Context: an optimization exercise on an open-source flow, tuned for small area and few clock cycles per item. The choices shown serve that exercise and are no tape-out recipe. The RTL was checked by simulation tests, not by an equivalence proof against the original design. No activity file was given, so power comes from the tool's default toggle rates.

==> flow/design.v <==
package ex_pkg;
    localparam int DATA_W  = 32;
    localparam int IMM_W   = 12;
    localparam int SHAMT_W = 5;   
    localparam logic [5:0] OPC_MOVU  = 6'h00;
    localparam logic [5:0] OPC_ADDU  = 6'h01;
    localparam logic [5:0] OPC_SUBU  = 6'h02;
    localparam logic [5:0] OPC_ANDU  = 6'h03;
    localparam logic [5:0] OPC_ORU   = 6'h04;
    localparam logic [5:0] OPC_XORU  = 6'h05;
    localparam logic [5:0] OPC_SHLU  = 6'h06;
    localparam logic [5:0] OPC_SHRU  = 6'h07;
    localparam logic [5:0] OPC_CMPU  = 6'h09;
    localparam logic [5:0] OPC_ADDS  = 6'h0A;
    localparam logic [5:0] OPC_SUBS  = 6'h0B;
    localparam logic [5:0] OPC_SHRS  = 6'h0C;
    localparam logic [5:0] OPC_CMPS  = 6'h0D;
    localparam logic [5:0] OPC_JCCU  = 6'h0E;
    localparam logic [5:0] OPC_MOVIU = 6'h10;
    localparam logic [5:0] OPC_ADDIU = 6'h11;
    localparam logic [5:0] OPC_ADDIS = 6'h12;
    localparam logic [5:0] OPC_BCCIS = 6'h13;
    localparam logic [3:0] CC_RA = 4'h0;
    localparam logic [3:0] CC_EQ = 4'h1;
    localparam logic [3:0] CC_NE = 4'h2;
    localparam logic [3:0] CC_LT = 4'h3;
    localparam logic [3:0] CC_GT = 4'h4;
    localparam logic [3:0] CC_GE = 4'h5;
    localparam logic [3:0] CC_LE = 4'h6;
    localparam logic [3:0] CC_BT = 4'h7;
    localparam logic [3:0] CC_AT = 4'h8;
    localparam logic [3:0] CC_BE = 4'h9;
    localparam logic [3:0] CC_AE = 4'hA;
    localparam int FL_Z = 3;
    localparam int FL_N = 2;
    localparam int FL_C = 1;
    localparam int FL_V = 0;
    localparam int RES_W = 1 + 4 + DATA_W;
    localparam int CAPACITY = 5;
endpackage
import ex_pkg::*;
module ex_issue (
    input  logic              iw_clk,
    input  logic              iw_rst,
    input  logic              in_req,
    output logic              in_ack,
    input  logic [5:0]        in_opc,
    input  logic [3:0]        in_cc,
    input  logic [31:0]       in_pc,
    input  logic [31:0]       in_src,
    input  logic [31:0]       in_tgt,
    input  logic [11:0]       in_imm,
    input  logic              q_ok,      
    output logic              q_wr,
    output logic [RES_W-1:0]  q_data
);
    logic [3:0] flags;
    logic [3:0] flags_nxt;
    ex_alu u_alu (
        .in_opc    (in_opc),
        .in_cc     (in_cc),
        .in_pc     (in_pc),
        .in_src    (in_src),
        .in_tgt    (in_tgt),
        .in_imm    (in_imm),
        .flags     (flags),
        .res_out   (q_data),
        .flags_nxt (flags_nxt)
    );
    assign q_wr = in_req && !in_ack && q_ok;
    always_ff @(posedge iw_clk or posedge iw_rst) begin
        if (iw_rst) begin
            in_ack <= 1'b0;
            flags  <= '0;
        end else if (q_wr) begin
            in_ack <= 1'b1;
            flags  <= flags_nxt;
        end else if (in_ack && !in_req) begin
            in_ack <= 1'b0;
        end
    end
endmodule
import ex_pkg::*;
module ex_op_queue (
    input  logic              iw_clk,
    input  logic              iw_rst,
    input  logic [RES_W-1:0]  wr_data,
    input  logic              wr_en,     
    output logic              wr_ok,     
    input  logic              rd_en,     
    output logic [RES_W-1:0]  rd_data,   
    output logic              empty
);
    logic [RES_W-1:0]    ring [CAPACITY];
    logic [CAPACITY-1:0] rd_pos;   
    logic [2:0]          count;
    logic                none_left;
    logic                in_step;   
    assign empty = (count == 3'd0);
    assign none_left = empty || ((count == 3'd1) && rd_en);
    always_comb begin
        case (count)
            3'd1:    in_step = rd_pos[1];
            3'd2:    in_step = rd_pos[3];
            3'd3:    in_step = rd_pos[0];
            3'd4:    in_step = rd_pos[2];
            default: in_step = 1'b0;
        endcase
    end
    assign wr_ok     = none_left || in_step;
    always_ff @(posedge iw_clk or posedge iw_rst) begin
        if (iw_rst) begin
            count  <= '0;
        end else begin
            case ({wr_en, rd_en})
                2'b10:   count <= count + 1'b1;
                2'b01:   count <= count - 1'b1;
                default: count <= count;
            endcase
        end
    end
    always_ff @(posedge iw_clk) begin
        if (wr_en && none_left) begin
            rd_pos <= CAPACITY'(1);
        end else if (rd_en) begin
            rd_pos <= {rd_pos[0], rd_pos[CAPACITY-1:1]};
        end else begin
            rd_pos <= {rd_pos[CAPACITY-2:0], rd_pos[CAPACITY-1]};
        end
    end
    always_ff @(posedge iw_clk) begin
        ring[0] <= wr_en ? wr_data : ring[CAPACITY-1];
        for (int i = 1; i < CAPACITY; i++) begin
            ring[i] <= ring[i-1];
        end
    end
    always_comb begin
        rd_data = '0;
        for (int i = 0; i < CAPACITY; i++) begin
            rd_data = rd_data | ({RES_W{rd_pos[i]}} & ring[i]);
        end
    end
endmodule
import ex_pkg::*;
module ex_alu (
    input  logic [5:0]        in_opc,
    input  logic [3:0]        in_cc,
    input  logic [31:0]       in_pc,
    input  logic [31:0]       in_src,
    input  logic [31:0]       in_tgt,
    input  logic [11:0]       in_imm,
    input  logic [3:0]        flags,
    output logic [RES_W-1:0]  res_out,
    output logic [3:0]        flags_nxt
);
    logic op_mov, op_addu, op_adds, op_subu, op_subs, op_cmpu, op_cmps;
    logic op_and, op_or, op_xor, op_shl, op_shr, op_sar, op_br, legal;
    logic is_add, is_sub, is_cmp, is_shift, is_signed, is_unsigned;
    always_comb begin
        op_mov  = (in_opc == OPC_MOVU) || (in_opc == OPC_MOVIU);
        op_addu = (in_opc == OPC_ADDU) || (in_opc == OPC_ADDIU);
        op_adds = (in_opc == OPC_ADDS) || (in_opc == OPC_ADDIS);
        op_subu = (in_opc == OPC_SUBU);
        op_subs = (in_opc == OPC_SUBS);
        op_cmpu = (in_opc == OPC_CMPU);
        op_cmps = (in_opc == OPC_CMPS);
        op_and  = (in_opc == OPC_ANDU);
        op_or   = (in_opc == OPC_ORU);
        op_xor  = (in_opc == OPC_XORU);
        op_shl  = (in_opc == OPC_SHLU);
        op_shr  = (in_opc == OPC_SHRU);
        op_sar  = (in_opc == OPC_SHRS);
        op_br   = (in_opc == OPC_JCCU) || (in_opc == OPC_BCCIS);
    end
    assign is_add      = op_addu || op_adds;
    assign is_sub      = op_subu || op_subs || op_cmpu || op_cmps;   
    assign is_cmp      = op_cmpu || op_cmps;
    assign is_shift    = op_shl || op_shr || op_sar;
    assign is_signed   = op_adds || op_subs || op_cmps;
    assign is_unsigned = op_addu || op_subu || op_cmpu;
    assign legal       = op_mov || is_add || is_sub || op_and || op_or || op_xor || is_shift || op_br;
    logic [DATA_W-1:0] a;
    logic [DATA_W-1:0] b;
    assign a = in_opc[4] ? {{(DATA_W-IMM_W){in_opc[1] & in_imm[IMM_W-1]}}, in_imm} : in_src;
    assign b = in_tgt;
    logic [DATA_W-1:0] add_x;
    logic [DATA_W-1:0] add_y;
    logic [DATA_W-1:0] gen;
    logic [DATA_W-1:0] prop;
    logic [DATA_W:0]   pg [0:6];
    logic [DATA_W:0]   pp [0:6];
    logic [DATA_W-1:0] sum;
    logic              cout;
    logic              ovf;
    assign add_x = op_br ? in_pc : (op_mov ? '0 : b);
    assign add_y = a ^ {DATA_W{is_sub}};
    assign gen   = add_x & add_y;
    assign prop  = add_x ^ add_y;
    always_comb begin
        pg[0] = {gen, is_sub};
        pp[0] = {prop, 1'b0};
        for (int l = 0; l < 5; l++) begin
            pg[l+1] = pg[l];
            pp[l+1] = pp[l];
            for (int i = 0; i <= DATA_W; i++) begin
                if (((i + 1) % (1 << (l + 1))) == 0) begin
                    pg[l+1][i] = pg[l][i] | (pp[l][i] & pg[l][i - (1 << l)]);
                    pp[l+1][i] = pp[l][i] & pp[l][i - (1 << l)];
                end
            end
        end
        pg[6] = pg[5];
        pp[6] = pp[5];
        for (int l = 4; l >= 0; l--) begin
            for (int i = 0; i <= DATA_W; i++) begin
                if ((((i + 1) % (1 << (l + 1))) == (1 << l)) && (i >= (1 << (l + 1)))) begin
                    pg[6][i] = pg[6][i] | (pp[6][i] & pg[6][i - (1 << l)]);
                    pp[6][i] = pp[6][i] & pp[6][i - (1 << l)];
                end
            end
        end
    end
    assign sum  = prop ^ pg[6][DATA_W-1:0];   
    assign cout = pg[6][DATA_W];
    assign ovf  = (add_x[DATA_W-1] == add_y[DATA_W-1]) && (sum[DATA_W-1] != add_x[DATA_W-1]);
    logic [DATA_W-1:0] sh_in;
    logic [DATA_W-1:0] sh_out;
    logic [DATA_W-1:0] sh_rev;
    logic              sh_fill;
    logic              sh_big;
    always_comb begin
        for (int i = 0; i < DATA_W; i++) begin
            sh_in[i] = op_shl ? b[DATA_W-1-i] : b[i];
        end
    end
    assign sh_fill = op_sar && b[DATA_W-1];
    assign sh_out  = DATA_W'($signed({sh_fill, sh_in}) >>> in_src[SHAMT_W-1:0]);
    assign sh_big  = |in_src[DATA_W-1:SHAMT_W];
    always_comb begin
        for (int i = 0; i < DATA_W; i++) begin
            sh_rev[i] = sh_out[DATA_W-1-i];
        end
    end
    logic [DATA_W-1:0] res_oth;   
    logic [DATA_W-1:0] val;
    logic              z_sum;
    logic              z_oth;
    logic              cc_true;
    logic              taken;
    assign res_oth = ({DATA_W{op_and || op_or}}  & gen) |
                     ({DATA_W{op_xor || op_or}}  & prop) |
                     ({DATA_W{(op_shr || op_sar) && !sh_big}} & sh_out) |
                     ({DATA_W{op_shl && !sh_big}} & sh_rev);
    assign z_sum = (sum == '0);       
    assign z_oth = (res_oth == '0);
    always_comb begin
        case (in_cc)
            CC_RA:   cc_true = 1'b1;
            CC_EQ:   cc_true = flags[FL_Z];
            CC_NE:   cc_true = !flags[FL_Z];
            CC_LT:   cc_true = flags[FL_N] ^ flags[FL_V];
            CC_GT:   cc_true = !flags[FL_Z] && !(flags[FL_N] ^ flags[FL_V]);
            CC_GE:   cc_true = !(flags[FL_N] ^ flags[FL_V]);
            CC_LE:   cc_true = flags[FL_Z] || (flags[FL_N] ^ flags[FL_V]);
            CC_BT:   cc_true = flags[FL_C];
            CC_AT:   cc_true = !flags[FL_C] && !flags[FL_Z];
            CC_BE:   cc_true = flags[FL_C] || flags[FL_Z];
            CC_AE:   cc_true = !flags[FL_C];
            default: cc_true = 1'b0;
        endcase
    end
    assign taken = op_br && cc_true;
    assign val   = res_oth | ({DATA_W{op_mov || is_add || op_subu || op_subs || taken}} & sum);
    always_comb begin
        flags_nxt = flags;   
        if (!op_br) begin
            flags_nxt[FL_Z] = (op_mov || is_add || is_sub) ? z_sum : z_oth;
        end
        if (is_unsigned) begin
            flags_nxt[FL_C] = cout ^ is_sub;   
        end
        if (is_signed) begin
            flags_nxt[FL_N] = sum[DATA_W-1];
            flags_nxt[FL_V] = ovf;
        end
        if (is_shift) begin
            flags_nxt[FL_V] = sh_big;
        end
        if (op_sar) begin
            flags_nxt[FL_N] = !sh_big && b[DATA_W-1];
        end
        if (!legal) begin
            flags_nxt = '0;   
        end
    end
    assign res_out = {taken, flags_nxt, val};
endmodule
import ex_pkg::*;
module ex_stage (
    input  logic        iw_clk,
    input  logic        iw_rst,
    input  logic        in_req,
    output logic        in_ack,
    input  logic [5:0]  in_opc,
    input  logic [3:0]  in_cc,
    input  logic [31:0] in_pc,
    input  logic [31:0] in_src,
    input  logic [31:0] in_tgt,
    input  logic [11:0] in_imm,
    output logic        out_req,
    input  logic        out_ack,
    output logic [31:0] out_result,
    output logic [3:0]  out_flags,
    output logic        out_branch_taken,
    output logic [31:0] out_branch_pc
);
    logic [RES_W-1:0] wr_data;
    logic [RES_W-1:0] rd_data;
    logic             wr_en;
    logic             rd_en;
    logic             q_empty;
    logic             q_ok;
    ex_issue u_issue (
        .iw_clk  (iw_clk),
        .iw_rst  (iw_rst),
        .in_req  (in_req),
        .in_ack  (in_ack),
        .in_opc  (in_opc),
        .in_cc   (in_cc),
        .in_pc   (in_pc),
        .in_src  (in_src),
        .in_tgt  (in_tgt),
        .in_imm  (in_imm),
        .q_ok    (q_ok),
        .q_wr    (wr_en),
        .q_data  (wr_data)
    );
    ex_op_queue u_queue (
        .iw_clk  (iw_clk),
        .iw_rst  (iw_rst),
        .wr_data (wr_data),
        .wr_en   (wr_en),
        .wr_ok   (q_ok),
        .rd_en   (rd_en),
        .rd_data (rd_data),
        .empty   (q_empty)
    );
    assign rd_en = out_req && out_ack;
    always_ff @(posedge iw_clk or posedge iw_rst) begin
        if (iw_rst) begin
            out_req <= 1'b0;
        end else if (rd_en) begin
            out_req <= 1'b0;
        end else if (!out_req && !out_ack && (!q_empty || wr_en)) begin
            out_req <= 1'b1;   
        end
    end
    assign out_branch_taken = rd_data[RES_W-1];
    assign out_flags        = rd_data[DATA_W+3:DATA_W];
    assign out_result       = out_branch_taken ? '0 : rd_data[DATA_W-1:0];
    assign out_branch_pc    = out_branch_taken ? rd_data[DATA_W-1:0] : '0;
endmodule
==> flow/flow/run.sh <==
#!/bin/bash
# The standard layout (standard.sh), with three changes:
#  - synthesis maps the logic with an area-oriented ABC script (flow/abc_area.script,
#    through flow/synth_abc.tcl); the rest of synthesis is the standard flow's own;
#  - port buffers use the smallest buffer cell, sky130_fd_sc_hd__buf_1;
#  - clock tree: clkbuf_4 and clkbuf_8 buffers, sink clusters of up to 12 within 40 um, no dummy loads.
# The tools' output goes to standard.log in this folder.
export FLOW_ABC_SCRIPT="$PWD/flow/abc_area.script"
export FLOW_STD_SYNTH="$PWD/synth_recipe.tcl"
export BUFFER_PORTS_ARGS="-buffer_cell sky130_fd_sc_hd__buf_1"
export CTS_ARGS="-sink_clustering_enable -repair_clock_nets -dont_use_dummy_load -buf_list {sky130_fd_sc_hd__clkbuf_4 sky130_fd_sc_hd__clkbuf_8} -sink_clustering_size 12 -sink_clustering_max_diameter 40"
bash standard.sh SYNTH_SCRIPT="$PWD/flow/synth_abc.tcl" finish > standard.log 2>&1
==> flow/flow/abc_area.script <==
strash
&get -n
&st
&synch2
&dch -f
&nf -R 1000
&put
==> flow/flow/synth_abc.tcl <==
# The standard synthesis (synth_recipe.tcl in the work folder), with one change:
# Yosys's abc call maps the logic with the script in $FLOW_ABC_SCRIPT instead of
# ORFS's abc_speed/abc_area scripts. Registers are untouched (abc runs without -dff).
proc abc {args} {
  set i [lsearch -exact $args -script]
  lset args [expr {$i + 1}] $::env(FLOW_ABC_SCRIPT)
  yosys abc {*}$args
}
source $::env(FLOW_STD_SYNTH)
==> flow/standard.sh <==
#!/bin/bash
# synth_recipe.tcl (not shown) runs the flow's synth.tcl, then flattens the netlist and writes it again
# the make line also repeats each setting of config.mk as NAME=value (left out here)
make -C /OpenROAD-flow-scripts/flow DESIGN_CONFIG=/design/flow/config.mk WORK_HOME=/design/flow/orfs CLKGATE_MAP_FILE= SYNTH_SCRIPT=/design/flow/synth_recipe.tcl "${@:-finish}"
==> flow/config.mk <==
export PLATFORM = sky130hd
export DESIGN_NAME = ex_stage
export DESIGN_NICKNAME = ex_stage
export VERILOG_FILES = /design/flow/design.v
export SDC_FILE = /design/flow/constraint.sdc
export NUM_CORES = 4
export LEC_CHECK = 0
export CAP_MARGIN = 20
export CORE_MARGIN = 2
export CORE_UTILIZATION = 40
export SLEW_MARGIN = 20
==> flow/constraint.sdc <==
create_clock -name core_clock -period 7.5 [get_ports {iw_clk}]
set_input_delay 1.5000 -clock core_clock [delete_from_list [all_inputs] [get_ports {iw_clk}]]
set_output_delay 1.5000 -clock core_clock [all_outputs]
set_load 0.01 [all_outputs]
==> results of run 1 <==
## cells by family (layout without fill, tap and decap cells)
kind of cell,count (synthesis),count (layout),share of synthesized area (%)
compound gates,412,412,24.98
xor+xnor,54,54,4.257
fa+ha+maj,55,55,7.276
buf+inv,39,281,1.318
flops,199,199,36.27
mux,48,48,6.048
other cells,0,1,0
simple gates,514,514,19.86
## metrics by stage
| stage | instances | cell area (um^2) | utilization [%] |
|---|---|---|---|
| after floorplan | 1321 | 11120 | - |
| after global placement | 1924 | 12610 | 45.77 |
| after detailed placement | 1924 | 12610 | 45.77 |
| after CTS | 1941 | 12850 | 46.62 |
| after global routing | 1942 | 12850 | 46.63 |
| final | 1942 | 12850 | 46.63 |
## how the worst max path moves through the flow
| stage | startpoint | end | cells after the start |
|---|---|---|---|
| 2_1_floorplan | in_opc[4] | u_issue.flags[0] | 22 |
| 3_3_place_gp | in_opc[0] | u_issue.flags[0] | 25 |
| 3_5_place_dp | in_opc[0] | u_issue.flags[0] | 25 |
| 4_1_cts | in_opc[0] | u_issue.flags[0] | 25 |
| 5_1_grt | in_opc[3] | u_issue.flags[3] | 27 |
| 6_report | in_opc[0] | u_issue.flags[0] | 25 |
## state kept, by name (all words and copies together) (netlist names)
register,count
u_queue.ring,185
u_queue.count,3
out_req,1
u_issue.in_ack,1
u_issue.flags,4
u_queue.rd_pos,5
## power groups by stage
stage | registers, uW | clock network [uW] | logic [uW]
2_1_floorplan | 1780 | 0 | 1110
3_3_place_gp | 1780 | 0 | 1830
3_5_place_dp | 1800 | 0 | 1840
4_1_cts | 1780 | 524 | 1850
5_1_grt | 1840 | 563 | 2050
6_report | 1780 | 504 | 1830
## area by class of cell
| cell class | instances | share of cell area (%) |
|---|---|---|
| Antenna cell | 1 | 0.01948 |
| Timing Repair Buffer | 225 | 7.751 |
| Multi-Input combinational cell | 1083 | 54.22 |
| Sequential cell | 199 | 31.37 |
| Clock buffer | 17 | 1.821 |
| Inverter | 39 | 1.139 |
| Tap cell | 378 | 3.681 |
## layer usage
layer / part of all wire, % / global-route usage (%)
met4: 3.3 / 8.956
met2: 46 / 43.71
met1: 45 / 37.13
met5: 0 / 0
met3: 6.3 / 3.007
## cells in the mapped netlist, drive strengths merged (7+ instances only)
| master | instances |
|---|---|
| nand2b | 11 |
| and2 | 9 |
| nand4 | 7 |
| mux2i | 30 |
| nor3 | 16 |
| xnor2 | 49 |
| a22oi | 21 |
| o22ai | 19 |
| mux4 | 15 |
| dfxtp | 190 |
| o21ai | 112 |
| clkinv | 39 |
| a211oi | 9 |
| a221oi | 21 |
| nor2b | 8 |
| a31oi | 8 |
| and3 | 35 |
| a21o | 9 |
| nor4 | 18 |
| fa | 16 |
| ha | 39 |
| nor2 | 162 |
| o22a | 11 |
| dfrtp | 9 |
| nand2 | 234 |
| a222oi | 64 |
| a21oi | 97 |
==> flow_metrics.env, run 1 <==
export IMPL_p_sw_share_pct=42.50
export IMPL_power_uw=4117
export IMPL_clockBufferDepth=2
export IMPL_grt_overflow=0
export IMPL_ys_top_cells_by_area="dfxtp_1, nand2_1, a222oi_1"
export IMPL_netlist_area_leader_share_pct=34.24
export IMPL_core_rowCount=61
export IMPL_r2r_slack_ps=3840
export IMPL_synth_area_leader_cell="dfxtp_1"
export IMPL_synth_seq_cells=199
export IMPL_drc=0
export IMPL_dieArea_um2=29120
export IMPL_hold_buffers=0
export IMPL_most_common_layout_cells="nand2_1, buf_1, dfxtp_1, nor2_1, o21ai_0"
export IMPL_ir_drop_mv=0.1685
export IMPL_start_util_pct=40.32
export IMPL_syn_inst=1321
export IMPL_grt_first_pass_wirelength_um=60200
export IMPL_rr_worst_depth=11
export IMPL_r2r_end="u_issue.flags[1]"
export IMPL_outcome="complete, no violations"
export IMPL_dp_slack_ps=232.4
export IMPL_crit_family="compound AO/OA/AOI/OAI gates"
export IMPL_ant_nets=0
export IMPL_place_congestion=1.018
export IMPL_pin_count=193
export IMPL_cts_resized=0
export IMPL_synth_cell_types=53
export IMPL_finalHoldWorstSlack_ps=323.4
export IMPL_drt_wl_total_um=39260
export IMPL_fillCellCount=2833
export IMPL_criticalPathCategory="input pin to register"
export IMPL_port_buffers=192
export IMPL_drt_iter0_drc=1437
export IMPL_vias=11340
export IMPL_seq_area_um2=4030
export IMPL_pwr_share_clk_pct=12.2
export IMPL_rsz0062_at_grt="false"
export IMPL_layout_nets=1742
export IMPL_regToRegStartpoint="u_queue.rd_pos[3]"
export IMPL_vias_per_cell=5.837
export IMPL_synthFlopType="dfxtp_1"
export IMPL_required_ps=7820
export IMPL_hold_viol=0
export IMPL_first_pass_iters=9
export IMPL_cts_buffers=17
export IMPL_crit_fanout=41
export IMPL_clkTransAtPathRegs_ps=110
export IMPL_fmax_ghz=0.1469
export IMPL_cap_violations=0
export IMPL_leakage_uw=0.004907
export IMPL_seq_area_frac_synth_pct=36.27
export IMPL_fin_crit_ps=6805
export IMPL_postSynth_asyncResetShare_pct=4.523
export IMPL_start_kind="input pin"
export IMPL_power_density_nw_per_um2=320.4
export IMPL_max_slew_margin_pct=30.78
export IMPL_crit_buf_inv=4
export IMPL_fin_worst_skew_ps=41.91
export IMPL_fp_dieH_um=170.7
export IMPL_holdPathStages=0
export IMPL_area_growth_pct=15.66
export IMPL_final_common_cell="nand2_1"
export IMPL_cts_root_buf="clkbuf_8"
export IMPL_cp_arrival_ps=7130
export IMPL_setup_slack_ps=694.5
export IMPL_hold_start="u_queue.ring[3][21]"
export IMPL_worst_pin_slew_ps=1029
export IMPL_ys_warnings_count=7
export IMPL_p_sw_uw=1750
export IMPL_seq_power_share_pct=43.2
export IMPL_avgSynthCellArea_um2=8.410
export IMPL_max_stage_delay_ps=660
export IMPL_slowest_stage="fa_1"
export IMPL_h_tree_depth=4
export IMPL_grt_pass1_vias=10310
export IMPL_clock_sinks=199
export IMPL_postCtsSetupRepairBufs=0
export IMPL_slew_viol_final=0
export IMPL_synthesis_nets=1498
export IMPL_antenna_found_initial=1
export IMPL_drive_above_1_share_pct=4.734
export IMPL_dieWidth_um=170.7
export IMPL_finalSetupTns_ps=0
export IMPL_synth_cell_area_um2=11110
export IMPL_fin_crit_sh_pct=90.74
export IMPL_grt_start_max_net_pins=44
export IMPL_coreArea_um2=27550
export IMPL_cts_tree="done"
export IMPL_critPathCaptureType="register"
export IMPL_comb_power_share_pct=44.5
export IMPL_min_to="u_queue.ring[4][21]"
export IMPL_hpwl_um=30290
export IMPL_routedWlPerCell_um=20.22
export IMPL_grt_usage_pct=26.85
export IMPL_multi_input_area_um2=6967
export IMPL_intPower_uw=2367
export IMPL_synth_edf_count=0
export IMPL_hp_class="register to register"
export IMPL_finalSetupViolations=0
export IMPL_clkLatencyLatePin_ps=450
Testbench counts, summed over its fixed seeds: cycles 5,568, items 2,400.
==> run 2: changes to the inputs <==
--- a/flow/design.v
+++ b/flow/design.v
@@ -201,3 +201,3 @@
         pp[0] = {prop, 1'b0};
-        for (int l = 0; l < 5; l++) begin
+        for (int l = 0; l < 6; l++) begin
             pg[l+1] = pg[l];
@@ -205,15 +205,5 @@
             for (int i = 0; i <= DATA_W; i++) begin
-                if (((i + 1) % (1 << (l + 1))) == 0) begin
-                    pg[l+1][i] = pg[l][i] | (pp[l][i] & pg[l][i - (1 << l)]);
-                    pp[l+1][i] = pp[l][i] & pp[l][i - (1 << l)];
-                end
-            end
-        end
-        pg[6] = pg[5];
-        pp[6] = pp[5];
-        for (int l = 4; l >= 0; l--) begin
-            for (int i = 0; i <= DATA_W; i++) begin
-                if ((((i + 1) % (1 << (l + 1))) == (1 << l)) && (i >= (1 << (l + 1)))) begin
-                    pg[6][i] = pg[6][i] | (pp[6][i] & pg[6][i - (1 << l)]);
-                    pp[6][i] = pp[6][i] & pp[6][i - (1 << l)];
+                if (((i >> l) & 1) == 1) begin
+                    pg[l+1][i] = pg[l][i] | (pp[l][i] & pg[l][((i >> l) << l) - 1]);
+                    pp[l+1][i] = pp[l][i] & pp[l][((i >> l) << l) - 1];
                 end
==> flow/flow/run.sh (replaced) <==
#!/bin/bash
# The standard layout (standard.sh), with three changes:
#  - synthesis maps the logic with an area-oriented ABC script (flow/abc_area.script,
#    through flow/synth_abc.tcl); the rest of synthesis is the standard flow's own;
#  - port buffers use the smallest buffer cell, sky130_fd_sc_hd__buf_1;
#  - clock tree: clkbuf_8 buffers, sink clusters of up to 16 within 50 um, no dummy loads.
# The tools' output goes to standard.log in this folder.
export FLOW_ABC_SCRIPT="$PWD/flow/abc_area.script"
export FLOW_STD_SYNTH="$PWD/synth_recipe.tcl"
export BUFFER_PORTS_ARGS="-buffer_cell sky130_fd_sc_hd__buf_1"
export CTS_ARGS="-sink_clustering_enable -repair_clock_nets -dont_use_dummy_load -buf_list {sky130_fd_sc_hd__clkbuf_8} -sink_clustering_size 16 -sink_clustering_max_diameter 50"
bash standard.sh SYNTH_SCRIPT="$PWD/flow/synth_abc.tcl" finish > standard.log 2>&1
==> flow_metrics.env, run 2 <==
export IMPL_outcome="complete, no violations"
export IMPL_drive_above_1_share_pct=4.991
export IMPL_dieArea_um2=28910
export IMPL_avgSynthCellArea_um2=8.149
export IMPL_layout_nets=1771
export IMPL_drt_iter0_drc=1473
export IMPL_ir_drop_mv=0.1466
export IMPL_cts_root_buf="clkbuf_8"
export IMPL_h_tree_depth=4
export IMPL_seq_area_um2=4031
export IMPL_area_growth_pct=15.98
export IMPL_seq_power_share_pct=43.1
export IMPL_criticalPathCategory="input pin to register"
export IMPL_crit_fanout=34
export IMPL_required_ps=7870
export IMPL_cap_violations=0
export IMPL_most_common_layout_cells="nand2_1, buf_1, dfxtp_1, nor2_1, a21oi_1"
export IMPL_fmax_ghz=0.1440
export IMPL_start_util_pct=40.80
export IMPL_power_uw=4086
export IMPL_regToRegStartpoint="u_queue.rd_pos[3]"
export IMPL_port_buffers=192
export IMPL_synthTopCellsByCount="nand2_1, dfxtp_1, nor2_1, a21oi_1, o21ai_0"
export IMPL_rsz0062_at_grt="false"
export IMPL_crit_family="simple AND/OR/NAND/NOR gates"
export IMPL_leakage_uw=0.004911
export IMPL_fin_crit_ps=6946
export IMPL_hold_buffers=0
export IMPL_synth_cell_types=54
export IMPL_slowest_stage="fa_1"
export IMPL_antennaDiodeCount=0
export IMPL_grt_usage_pct=28.72
export IMPL_pin_count=193
export IMPL_clkLatencyLatePin_ps=460
export IMPL_synth_area_leader_cell="dfxtp_1"
export IMPL_hold_start="u_queue.ring[1][24]"
export IMPL_p_sw_uw=1755
export IMPL_netlist_area_leader_share_pct=34.50
export IMPL_multi_input_area_um2=6930
export IMPL_synthFlopType="dfxtp_1"
export IMPL_crit_buf_inv=3
export IMPL_seq_area_frac_synth_pct=36.54
export IMPL_ys_top_cells_by_area="dfxtp_1, nand2_1, a222oi_1"
export IMPL_largest_reg_flops=185
export IMPL_cp_arrival_ps=7320
export IMPL_cts_resized=0
export IMPL_regMostFlops="u_queue.ring"
export IMPL_fillCellCount=2740
export IMPL_reg_top3="u_queue.ring: 185 flops, u_queue.rd_pos: 5 flops, u_issue.flags: 4 flops"
export IMPL_start_kind="input pin"
export IMPL_syn_inst=1353
export IMPL_postSynth_asyncResetShare_pct=4.523
export IMPL_grt_start_max_net_pins=43
export IMPL_synth_seq_cells=199
export IMPL_clockBufferDepth=2
export IMPL_clock_sinks=199
export IMPL_fp_dieH_um=170.0
export IMPL_vias=11650
export IMPL_final_common_cell="nand2_1"
export IMPL_p_sw_share_pct=42.96
export IMPL_routedWlPerCell_um=21.60
export IMPL_antenna_found_initial=0
export IMPL_postCtsSetupRepairBufs=0
export IMPL_fin_worst_skew_ps=32.65
export IMPL_max_slew_margin_pct=29.49
export IMPL_coreArea_um2=27030
export IMPL_drt_wl_total_um=41990
export IMPL_core_rowCount=60
export IMPL_fin_crit_sh_pct=92.61
export IMPL_finalSetupViolations=0
export IMPL_synth_cell_area_um2=11030
export IMPL_place_congestion=1.049
export IMPL_cts_buffers=17
export IMPL_first_pass_iters=8
export IMPL_dieWidth_um=170.0
export IMPL_cpMostUsedCell="nand2_1"
export IMPL_synth_edf_count=0
export IMPL_synthesis_nets=1519
export IMPL_clkTransAtPathRegs_ps=90
export IMPL_hpwl_um=32100
export IMPL_grt_first_pass_wirelength_um=64320
export IMPL_ant_nets=0
export IMPL_pwr_share_clk_pct=12.5
export IMPL_post_synth_top_count_cell="nand2_1"
export IMPL_intPower_uw=2331
export IMPL_finalHoldWorstSlack_ps=329.7
export IMPL_grt_overflow=0
export IMPL_slew_viol_final=0
export IMPL_hold_viol=0
export IMPL_finalSetupTns_ps=0
export IMPL_max_stage_delay_ps=530
export IMPL_worst_pin_slew_ps=1055
export IMPL_power_density_nw_per_um2=319.5
export IMPL_cts_tree="done"
export IMPL_ys_warnings_count=7
export IMPL_cp_startpoint="in_opc[2]"
export IMPL_comb_power_share_pct=44.5
export IMPL_vias_per_cell=5.994
export IMPL_grt_pass1_vias=10940
export IMPL_critPathCaptureType="register"
export IMPL_drc=0
export IMPL_hp_class="register to register"
## run 2: cell count changes in the layout (fill, tap and decap cells not counted), sizes merged, moves of 8 or more
cell,previous run,this run
nand3,5,17
nand2,234,259
o21ai,112,104
a221oi,21,5
fa,16,5
a21oi,97,115
buf,223,232
o22ai,19,11
nor2,162,175
a222oi,64,75
clkinv,39,26
## run 2: power groups by stage
| stage | sequential [uW] | clock [uW] | combinational (uW) |
|---|---|---|---|
| floorplan | 1760 | 0 | 1080 |
| global placement | 1760 | 0 | 1810 |
| detailed placement | 1770 | 0 | 1820 |
| CTS | 1760 | 530 | 1820 |
| global route | 1810 | 567 | 2020 |
| finish | 1760 | 509 | 1820 |
## run 2: logic make-up (layout without fill, tap and decap cells)
group	count (synthesis)	after routing	synth area share, %
XOR/XNOR	63	63	5.005
multiplexers	47	47	5.640
AO/OA/AOI/OAI	402	402	24.19
buffers and inverters	26	276	0.8851
flip-flops	199	199	36.54
adder cells (fa/ha/maj)	44	44	5.334
AND/OR/NAND/NOR	572	572	22.40
## run 2: area by class of cell
class	count	share of cell area, %
tap	341	3.337
timing repair buffer	233	8.346
multi-input combinational	1128	54.20
clock buffer	17	1.830
sequential	199	31.53
inverter	26	0.7632
## run 2: final timing paths
kind	to	cells after the start	slack (ps)
setup / recovery	u_issue.flags[3]	29	550
hold / removal	u_queue.ring[2][24]	0	330
setup reg to reg	u_issue.flags[1]	11	4310
hold reg to reg	u_queue.ring[2][24]	0	330
max in group asynchronous	u_queue.count[0]	2	6280
min in group asynchronous	u_issue.flags[1]	2	970
## run 2: per-layer routing
layer	track usage (%)	share of wire [%]	vias to the layer above
met1	39.74	45	5462
met2	46.55	45	579
met3	4.023	7.4	64
met4	8.696	2.5	0
met5	0	0	-
li1	-	-	5548
## run 2: metrics by stage
stage	instance area, um^2	setup slack, ps	util (%)	std cells
finish	12790	554.5	47.31	1944
global placement	12550	302.8	46.45	1927
CTS	12790	655.7	47.31	1944
floorplan	11030	35.44	-	1353
detailed placement	12550	163.1	46.45	1927
global route	12790	109.9	47.31	1944
Testbench counts of run 2, summed over its fixed seeds: cycles 5,568, items 2,400.
==> run 3: changes to the inputs <==
--- a/flow/config.mk
+++ b/flow/config.mk
@@ -9,3 +9,3 @@
 export CORE_MARGIN = 2
-export CORE_UTILIZATION = 40
+export CORE_UTILIZATION = 60
 export SLEW_MARGIN = 20
==> flow_metrics.env, run 3 <==
export IMPL_outcome="complete, no violations"
export IMPL_regMostFlops="u_queue.ring"
export IMPL_netlist_area_leader_share_pct=34.50
export IMPL_place_congestion=1.029
export IMPL_clock_sinks=199
export IMPL_fin_crit_sh_pct=93.17
export IMPL_routedWlPerCell_um=21.40
export IMPL_rsz0062_at_grt="false"
export IMPL_hold_buffers=0
export IMPL_synthesis_nets=1519
export IMPL_antenna_found_initial=1
export IMPL_cts_root_buf="clkbuf_8"
export IMPL_avgSynthCellArea_um2=8.149
export IMPL_synthFlopType="dfxtp_1"
export IMPL_reg_top3="u_queue.ring: 185 flops, u_queue.rd_pos: 5 flops, u_issue.flags: 4 flops"
export IMPL_dieArea_um2=19480
export IMPL_leakage_uw=0.004893
export IMPL_finalSetupTns_ps=0
export IMPL_ys_warnings_count=7
export IMPL_h_tree_depth=4
export IMPL_hold_viol=0
export IMPL_slew_viol_final=0
export IMPL_area_growth_pct=14.39
export IMPL_drt_wl_total_um=39140
export IMPL_fp_dieH_um=139.6
export IMPL_start_util_pct=61.17
export IMPL_required_ps=7860
export IMPL_dp_cells=1811
export IMPL_grt_usage_pct=39.60
export IMPL_fin_crit_ps=6988
export IMPL_layout_nets=1767
export IMPL_dp_slack_ps=147.2
export IMPL_syn_inst=1353
export IMPL_p_sw_share_pct=43.31
export IMPL_drt_iter0_drc=1880
export IMPL_ir_drop_mv=0.4490
export IMPL_p_sw_uw=1778
export IMPL_clkTransAtPathRegs_ps=100
export IMPL_synthTopCellsByCount="nand2_1, dfxtp_1, nor2_1, a21oi_1, o21ai_0"
export IMPL_pwr_share_clk_pct=12.7
export IMPL_pin_count=193
export IMPL_crit_fanout=17
export IMPL_vias_per_cell=6.596
export IMPL_postSynth_asyncResetShare_pct=4.523
export IMPL_final_common_cell="nand2_1"
export IMPL_cts_buffers=17
export IMPL_hp_class="register to register"
export IMPL_dieWidth_um=139.6
export IMPL_worst_pin_slew_ps=1202
export IMPL_postCtsSetupRepairBufs=0
export IMPL_coreArea_um2=18020
export IMPL_synth_cell_types=54
export IMPL_fmax_ghz=0.1431
export IMPL_largest_reg_flops=185
export IMPL_ant_nets=0
export IMPL_max_slew_margin_pct=19.58
export IMPL_hpwl_um=29810
export IMPL_grt_pass1_vias=11250
export IMPL_comb_power_share_pct=43.8
export IMPL_intPower_uw=2328
export IMPL_cap_violations=0
export IMPL_fin_util_pct=69.97
export IMPL_drive_above_1_share_pct=4.628
export IMPL_synth_area_leader_cell="dfxtp_1"
export IMPL_criticalPathCategory="input pin to register"
export IMPL_final_cells=1829
export IMPL_clkLatencyLatePin_ps=480
export IMPL_fin_worst_skew_ps=56.44
export IMPL_power_density_nw_per_um2=325.6
export IMPL_cp_arrival_ps=7340
export IMPL_clockBufferDepth=2
export IMPL_finalSetupViolations=0
export IMPL_synth_cell_area_um2=11030
export IMPL_port_buffers=192
export IMPL_core_rowCount=49
export IMPL_critPathCaptureType="register"
export IMPL_ys_top_cells_by_area="dfxtp_1, nand2_1, a222oi_1"
export IMPL_slowest_stage="fa_1"
export IMPL_grt_first_pass_wirelength_um=61160
export IMPL_fillCellCount=1502
export IMPL_start_kind="input pin"
export IMPL_seq_area_frac_synth_pct=36.54
export IMPL_synth_edf_count=0
export IMPL_seq_power_share_pct=43.5
export IMPL_setup_slack_ps=512.3
export IMPL_post_synth_top_count_cell="nand2_1"
export IMPL_cts_resized=0
export IMPL_drc=0
export IMPL_cts_tree="done"
export IMPL_grt_start_max_net_pins=53
export IMPL_synth_seq_cells=199
export IMPL_vias=12060
export IMPL_max_stage_delay_ps=530
export IMPL_first_pass_iters=9
export IMPL_grt_overflow=0
export IMPL_cpMostUsedCell="nand2_1"
export IMPL_most_common_layout_cells="nand2_1, buf_1, dfxtp_1, nor2_1, a21oi_1"
-- run 3: cell types whose count changed in the layout (fill, tap and decap cells not counted), sizes merged --
cell / previous run / this run
diode: 0 / 1
buf: 232 / 228
-- run 3: worst paths after layout --
path / startpoint / to / slack (ps) / cells past startpoint
setup / recovery: in_opc[0] / u_issue.flags[3] / 510 / 31
hold / removal: u_queue.ring[1][16] / u_queue.ring[2][16] / 310 / 0
setup reg to reg: u_queue.count[0] / u_queue.count[2] / 4400 / 13
hold reg to reg: u_queue.ring[1][16] / u_queue.ring[2][16] / 310 / 0
max in group asynchronous: iw_rst / u_issue.flags[3] / 6310 / 2
min in group asynchronous: iw_rst / u_issue.flags[2] / 920 / 2
-- run 3: logic make-up after synthesis --
family | after synthesis | synth area share [%]
AO/OA/AOI/OAI | 402 | 24.19
XOR/XNOR | 63 | 5.005
adder cells (fa/ha/maj) | 44 | 5.334
buffers and inverters | 26 | 0.8851
flip-flops | 199 | 36.54
multiplexers | 47 | 5.640
AND/OR/NAND/NOR | 572 | 22.40
-- run 3: power by group through the flow --
| stage | logic, uW | clock network [uW] | registers, uW |
|---|---|---|---|
| 4_1_cts | 1770 | 523 | 1780 |
| 3_5_place_dp | 1760 | 0 | 1790 |
| 3_3_place_gp | 1720 | 0 | 1750 |
| 2_1_floorplan | 1080 | 0 | 1760 |
| 6_report | 1800 | 521 | 1790 |
| 5_1_grt | 1980 | 562 | 1830 |
-- run 3: layout make-up --
| class | instances | area, um^2 | area share, % |
|---|---|---|---|
| antenna | 1 | 2.502 | 0.01984 |
| clock buffer | 17 | 234.0 | 1.855 |
| inverter | 26 | 97.59 | 0.7738 |
| multi-input combinational | 1128 | 6924 | 54.90 |
| sequential | 199 | 4030 | 31.95 |
| tap | 229 | 286.5 | 2.272 |
| timing repair buffer | 229 | 1037 | 8.224 |
-- run 3: critical path, delay by kind of cell --
family / cells / cell delay, ps
fa+ha+maj: 2 / 840
compound gates: 7 / 1110
buf+inv: 5 / 980
simple gates: 17 / 2910
-- run 3: stage by stage --
| step | area [um^2] | power, uW | hold slack, ps |
|---|---|---|---|
| detailed placement | 12370 | 3551 | 336.7 |
| CTS | 12600 | 4072 | 310.3 |
| finish | 12610 | 4106 | 309.2 |
| global route | 12610 | 4374 | 304.4 |
| floorplan | 11030 | 2846 | 329.8 |
| global placement | 12370 | 3475 | 330.8 |
-- run 3: metal layers --
metal	wire (um)	vias up	GRT usage, %
met2	17100	788	60.68
met5	0	-	0
met1	15740	5637	54.05
met3	4519	99	8.396
li1	-	5540	-
met4	1771	0	17.84
==> run 4: changes to the inputs <==
--- a/flow/config.mk
+++ b/flow/config.mk
@@ -10,2 +10,3 @@
 export CORE_UTILIZATION = 60
+export PLACE_DENSITY = 0.75
 export SLEW_MARGIN = 20
==> flow_metrics.env, run 4 <==
export IMPL_outcome="complete, no violations"
export IMPL_seq_area_frac_synth_pct=36.54
export IMPL_dieArea_um2=19480
export IMPL_crit_fanout=35
export IMPL_antennaDiodeCount=0
export IMPL_antenna_found_initial=0
export IMPL_final_common_cell="nand2_1"
export IMPL_synth_area_leader_cell="dfxtp_1"
export IMPL_slew_viol_final=0
export IMPL_core_rowCount=49
export IMPL_grt_pass1_vias=11280
export IMPL_finalHoldWorstSlack_ps=301.0
export IMPL_synth_seq_cells=199
export IMPL_port_buffers=192
export IMPL_clkTransAtPathRegs_ps=120
export IMPL_syn_inst=1353
export IMPL_drive_above_1_share_pct=4.866
export IMPL_hpwl_um=30120
export IMPL_cts_tree="done"
export IMPL_dp_slack_ps=-51.85
export IMPL_grt_usage_pct=39.45
export IMPL_cp_arrival_ps=7550
export IMPL_rsz0062_at_grt="false"
export IMPL_fp_dieH_um=139.6
export IMPL_place_congestion=1.062
export IMPL_pin_count=193
export IMPL_criticalPathCategory="input pin to register"
export IMPL_grt_first_pass_wirelength_um=61190
export IMPL_vias=12120
export IMPL_critPathCaptureType="register"
export IMPL_r2r_slack_ps=4230
export IMPL_grt_start_max_net_pins=43
export IMPL_layout_nets=1771
export IMPL_drt_wl_total_um=39540
export IMPL_max_stage_delay_ps=540
export IMPL_dieWidth_um=139.6
export IMPL_finalSetupTns_ps=0
export IMPL_fillCellCount=1480
export IMPL_largest_reg_flops=185
export IMPL_place_area_um2=12410
export IMPL_final_area_um2=12650
export IMPL_ys_top_cells_by_area="dfxtp_1, nand2_1, a222oi_1"
export IMPL_required_ps=7860
export IMPL_synth_edf_count=0
export IMPL_fmax_ghz=0.1391
export IMPL_ys_warnings_count=7
export IMPL_leakage_uw=0.004908
export IMPL_routed_top_layer="met4"
export IMPL_synthesis_nets=1519
export IMPL_area_growth_pct=14.71
export IMPL_hp_class="register to register"
export IMPL_postSynth_asyncResetShare_pct=4.523
export IMPL_routedWlPerCell_um=21.58
export IMPL_regMostFlops="u_queue.ring"
export IMPL_most_common_layout_cells="nand2_1, buf_1, dfxtp_1, nor2_1, a21oi_1"
export IMPL_clock_sinks=199
export IMPL_fin_worst_skew_ps=54.92
export IMPL_slowest_stage="fa_1"
export IMPL_drt_iter0_drc=1535
export IMPL_cts_root_buf="clkbuf_8"
export IMPL_synthTopCellsByCount="nand2_1, dfxtp_1, nor2_1, a21oi_1, o21ai_0"
export IMPL_vias_per_cell=6.617
export IMPL_worst_pin_slew_ps=1149
export IMPL_netlist_area_leader_share_pct=34.50
export IMPL_fin_crit_ps=7188
export IMPL_synth_cell_types=54
export IMPL_first_pass_iters=9
export IMPL_met2_length_um=17610
export IMPL_drc=0
export IMPL_max_slew_margin_pct=23.13
export IMPL_synthFlopType="dfxtp_1"
export IMPL_reg_top3="u_queue.ring: 185 flops, u_queue.rd_pos: 5 flops, u_issue.flags: 4 flops"
export IMPL_post_synth_top_count_cell="nand2_1"
export IMPL_clkLatencyLatePin_ps=460
export IMPL_clockBufferDepth=2
export IMPL_start_util_pct=61.17
export IMPL_hold_viol=0
export IMPL_drt_met1_wl_um=15690
export IMPL_hold_buffers=0
export IMPL_cpMostUsedCell="nand2_1"
export IMPL_synth_cell_area_um2=11030
export IMPL_cts_buffers=17
export IMPL_ir_drop_mv=0.4526
export IMPL_h_tree_depth=4
export IMPL_start_kind="input pin"
export IMPL_coreArea_um2=18020
export IMPL_fin_crit_sh_pct=95.85
export IMPL_finalSetupViolations=0
export IMPL_ant_nets=0
export IMPL_setup_slack_ps=311.6
export IMPL_avgSynthCellArea_um2=8.149
export IMPL_cap_violations=0
export IMPL_wl_met3_um=4720
export IMPL_grt_overflow=0
export IMPL_power_density_nw_per_um2=325.4
==> run 4: per-layer routing <==
layer | GRT usage (%) | up-vias
met5 | 0 | -
met4 | 14.53 | 0
met3 | 8.844 | 97
met2 | 61.95 | 865
met1 | 53.60 | 5620
li1 | - | 5540
==> run 4: path summary, 6_finish.rpt <==
check,start,to,cells after the start
setup / recovery,in_opc[3],u_issue.flags[3],28
hold / removal,u_queue.ring[2][28],u_queue.ring[3][28],0
setup reg to reg,u_queue.rd_pos[3],u_issue.flags[1],11
hold reg to reg,u_queue.ring[2][28],u_queue.ring[3][28],0
max in group asynchronous,iw_rst,u_issue.flags[3],2
min in group asynchronous,iw_rst,u_queue.count[0],2
==> run 4: what timing repair did <==
action,4_1_cts,5_1_grt
setup buffers,0,0
setup endpoints to repair,0,2
resized for setup,0,1
==> run 4: area by class of cell <==
cell class / instances / area, um^2 / area share, %
Clock buffer: 17 / 234.0 / 1.850
Inverter: 26 / 97.59 / 0.7717
Multi-Input combinational cell: 1128 / 6932 / 54.81
Sequential cell: 199 / 4030 / 31.87
Tap cell: 229 / 286.5 / 2.266
Timing Repair Buffer: 233 / 1067 / 8.439
==> run 4: logic make-up after synthesis <==
| logic type | share of synthesized area (%) |
|---|---|
| AND/OR/NAND/NOR | 22.40 |
| AO/OA/AOI/OAI | 24.19 |
| flip-flops | 36.54 |
| XOR/XNOR | 5.005 |
| multiplexers | 5.640 |
| adder cells (fa/ha/maj) | 5.334 |
| buffers and inverters | 0.8851 |
==> run 4: power breakdown <==
group | internal [uW] | switching [uW]
sequential | 1500 | 280
clock | 202 | 323
combinational | 628 | 1180
==> run 4: through the flow <==
step	utilization, %	cells	power [uW]
after floorplan	-	1353	2846
after global placement	68.83	1815	3482
after detailed placement	68.83	1815	3558
after CTS	70.13	1832	4081
after global routing	70.17	1832	4362
final	70.17	1832	4116
==> run 4: worst max-delay path: cells and delay by family <==
kind            cells  cell delay [ps]
fa+ha+maj           2              860
buf+inv             3              740
simple gates       16             2960
compound gates      7             1450
==> run 5: changes to the inputs <==
--- a/flow/config.mk
+++ b/flow/config.mk
@@ -7,6 +7,5 @@
 export LEC_CHECK = 0
-export CAP_MARGIN = 20
+export CAP_MARGIN = 10
 export CORE_MARGIN = 2
-export CORE_UTILIZATION = 60
-export PLACE_DENSITY = 0.75
-export SLEW_MARGIN = 20
+export CORE_UTILIZATION = 40
+export SLEW_MARGIN = 10
==> flow_metrics.env, run 5 <==
export IMPL_postCtsSetupRepairBufs=0
export IMPL_start_util_pct=40.80
export IMPL_ys_warnings_count=7
export IMPL_clkTransAtPathRegs_ps=90
export IMPL_antennaDiodeCount=0
export IMPL_coreArea_um2=27030
export IMPL_critPathCaptureType="register"
export IMPL_drive_above_1_share_pct=4.991
export IMPL_seq_area_um2=4031
export IMPL_power_uw=4086
export IMPL_seq_area_frac_synth_pct=36.54
export IMPL_vias_per_cell=5.994
export IMPL_fin_crit_ps=6946
export IMPL_cts_root_buf="clkbuf_8"
export IMPL_required_ps=7870
export IMPL_ys_top_cells_by_area="dfxtp_1, nand2_1, a222oi_1"
export IMPL_hold_viol=0
export IMPL_ir_drop_mv=0.1466
export IMPL_cap_violations=0
export IMPL_cpMostUsedCell="nand2_1"
export IMPL_vias=11650
export IMPL_synth_cell_types=54
export IMPL_final_common_cell="nand2_1"
export IMPL_cts_buffers=17
export IMPL_hold_buffers=0
export IMPL_area_growth_pct=15.98
export IMPL_slowest_stage="fa_1"
export IMPL_dieArea_um2=28910
export IMPL_core_rowCount=60
export IMPL_synth_area_leader_cell="dfxtp_1"
export IMPL_first_pass_iters=8
export IMPL_hp_class="register to register"
export IMPL_cts_resized=0
export IMPL_finalHoldWorstSlack_ps=329.7
export IMPL_worst_pin_slew_ps=1055
export IMPL_dieWidth_um=170.0
export IMPL_drt_wl_total_um=41990
export IMPL_power_density_nw_per_um2=319.5
export IMPL_synthFlopType="dfxtp_1"
export IMPL_rsz0062_at_grt="false"
export IMPL_clockBufferDepth=2
export IMPL_final_cells=1944
export IMPL_grt_pass1_vias=10940
export IMPL_post_synth_top_count_cell="nand2_1"
export IMPL_grt_start_max_net_pins=43
export IMPL_cp_arrival_ps=7320
export IMPL_fin_worst_skew_ps=32.65
export IMPL_syn_inst=1353
export IMPL_largest_reg_flops=185
export IMPL_leakage_uw=0.004911
export IMPL_fin_crit_sh_pct=92.61
export IMPL_reg_top3="u_queue.ring: 185 flops, u_queue.rd_pos: 5 flops, u_issue.flags: 4 flops"
export IMPL_max_slew_margin_pct=29.49
export IMPL_drt_iter0_drc=1473
export IMPL_max_stage_delay_ps=530
export IMPL_ant_nets=0
export IMPL_antenna_found_initial=0
export IMPL_finalSetupTns_ps=0
export IMPL_grt_first_pass_wirelength_um=64320
export IMPL_criticalPathCategory="input pin to register"
export IMPL_port_buffers=192
export IMPL_fillCellCount=2740
export IMPL_synth_cell_area_um2=11030
export IMPL_multi_input_area_um2=6930
export IMPL_h_tree_depth=4
export IMPL_synthTopCellsByCount="nand2_1, dfxtp_1, nor2_1, a21oi_1, o21ai_0"
export IMPL_drc=0
export IMPL_clkLatencyLatePin_ps=460
export IMPL_avgSynthCellArea_um2=8.149
export IMPL_netlist_area_leader_share_pct=34.50
export IMPL_synthesis_nets=1519
export IMPL_most_common_layout_cells="nand2_1, buf_1, dfxtp_1, nor2_1, a21oi_1"
export IMPL_crit_fanout=34
export IMPL_start_kind="input pin"
export IMPL_place_congestion=1.049
export IMPL_grt_usage_pct=28.72
export IMPL_finalSetupViolations=0
export IMPL_regMostFlops="u_queue.ring"
export IMPL_pin_count=193
export IMPL_grt_overflow=0
export IMPL_postSynth_asyncResetShare_pct=4.523
export IMPL_fmax_ghz=0.1440
export IMPL_fp_dieH_um=170.0
export IMPL_synth_edf_count=0
export IMPL_cts_tree="done"
export IMPL_outcome="complete, no violations"
export IMPL_routedWlPerCell_um=21.60
export IMPL_layout_nets=1771
export IMPL_dp_cells=1927
export IMPL_clock_sinks=199
export IMPL_slew_viol_final=0
export IMPL_hpwl_um=32100
export IMPL_synth_seq_cells=199
## run 5: cell count changes in the layout (fill, tap and decap cells not counted)
cell and change:
dfxtp_2 +1, nor4_2 -1, dfxtp_1 -1, nor2b_2 +2
nor2b_1 -2, nor4_1 +1
## run 5: kinds of logic after synthesis
family | after synthesis | share of synthesized area (%)
and+or+nand+nor | 572 | 22.40
xor gates and xnor gates | 63 | 5.005
adders and majority gates | 44 | 5.334
muxes | 47 | 5.640
buffers and inverters | 26 | 0.8851
DFF | 199 | 36.54
AOI/OAI and AO/OA | 402 | 24.19
## run 5: layout make-up
type | count | share of cell area [%]
clock buffers | 17 | 1.830
inverters | 26 | 0.7632
multi-input cells | 1128 | 54.20
flip-flops and latches | 199 | 31.53
well taps | 341 | 3.337
repair buffers | 233 | 8.346
## run 5: critical path, delay by kind of cell
kind / cells / cell delay, ps
and+or+nand+nor: 15 / 2940
AOI/OAI and AO/OA: 9 / 1230
adders and majority gates: 2 / 920
buffers and inverters: 3 / 710
## run 5: worst paths after layout
path / startpoint / to / slack [ps] / depth (start not counted)
setup / recovery: in_opc[2] / u_issue.flags[3] / 550 / 29
hold / removal: u_queue.ring[1][24] / u_queue.ring[2][24] / 330 / 0
setup reg to reg: u_queue.rd_pos[3] / u_issue.flags[1] / 4310 / 11
hold reg to reg: u_queue.ring[1][24] / u_queue.ring[2][24] / 330 / 0
max in group asynchronous: iw_rst / u_queue.count[0] / 6280 / 2
min in group asynchronous: iw_rst / u_issue.flags[1] / 970 / 2
## run 5: routing by layer
metal	routed length, um	up-vias	track usage [%]	part of all wire, %
met1	18780	5462	39.74	45
li1	-	5548	-	-
met4	1068	0	8.696	2.5
met2	19030	579	46.55	45
met5	0	-	0	0
met3	3114	64	4.023	7.4
## run 5: where the power goes
part           internal, uW  switching, uW  leakage (uW)  total (uW)
sequential             1500            257       0.00168        1760
clock                   201            308      0.000122         509
combinational           628           1190       0.00311        1820
## run 5: per-stage QoR
step | worst slack [ps] | instance area (um^2) | util, %
floorplan | 35.44 | 11030 | -
global placement | 302.8 | 12550 | 46.45
detailed placement | 163.1 | 12550 | 46.45
CTS | 655.7 | 12790 | 47.31
global route | 109.9 | 12790 | 47.31
finish | 554.5 | 12790 | 47.31

afterwards: timing with drivers on the ports:
How much do the figures lean on ideal ports? The routed layouts below were timed once more, with nothing changed but the port constraints.
Step 1 sets driving cells, clkbuf_16 on the clock port and buf_2 on the other inputs (assumed; they add their load-dependent delay and slew).
Step 2 times the ports against the registers' clock, not the clock port: input delays grow and output delays shrink by t, the midpoint of the rising clock arrivals with the driver on.
Three values: ideal, step 1, step 2; two values: the first two.
run	t, ns	setup WS [ns]	worst slew at a driven data input, ns
run 1	0.465	0.695 / 0.708 / 0.243	0.12
run 2	0.480	0.554 / 0.570 / 0.091	0.08
run 3	0.496	0.512 / 0.525 / 0.029	0.11
run 4	0.479	0.312 / 0.326 / -0.152	0.04
run 5	0.480	0.554 / 0.570 / 0.091	0.08
Met with ideal ports but missed after step 2: setup timing in run 4. The setup slack of run 3, which loses most, moves by +0.013 ns with the drivers and by -0.483 ns with both steps.
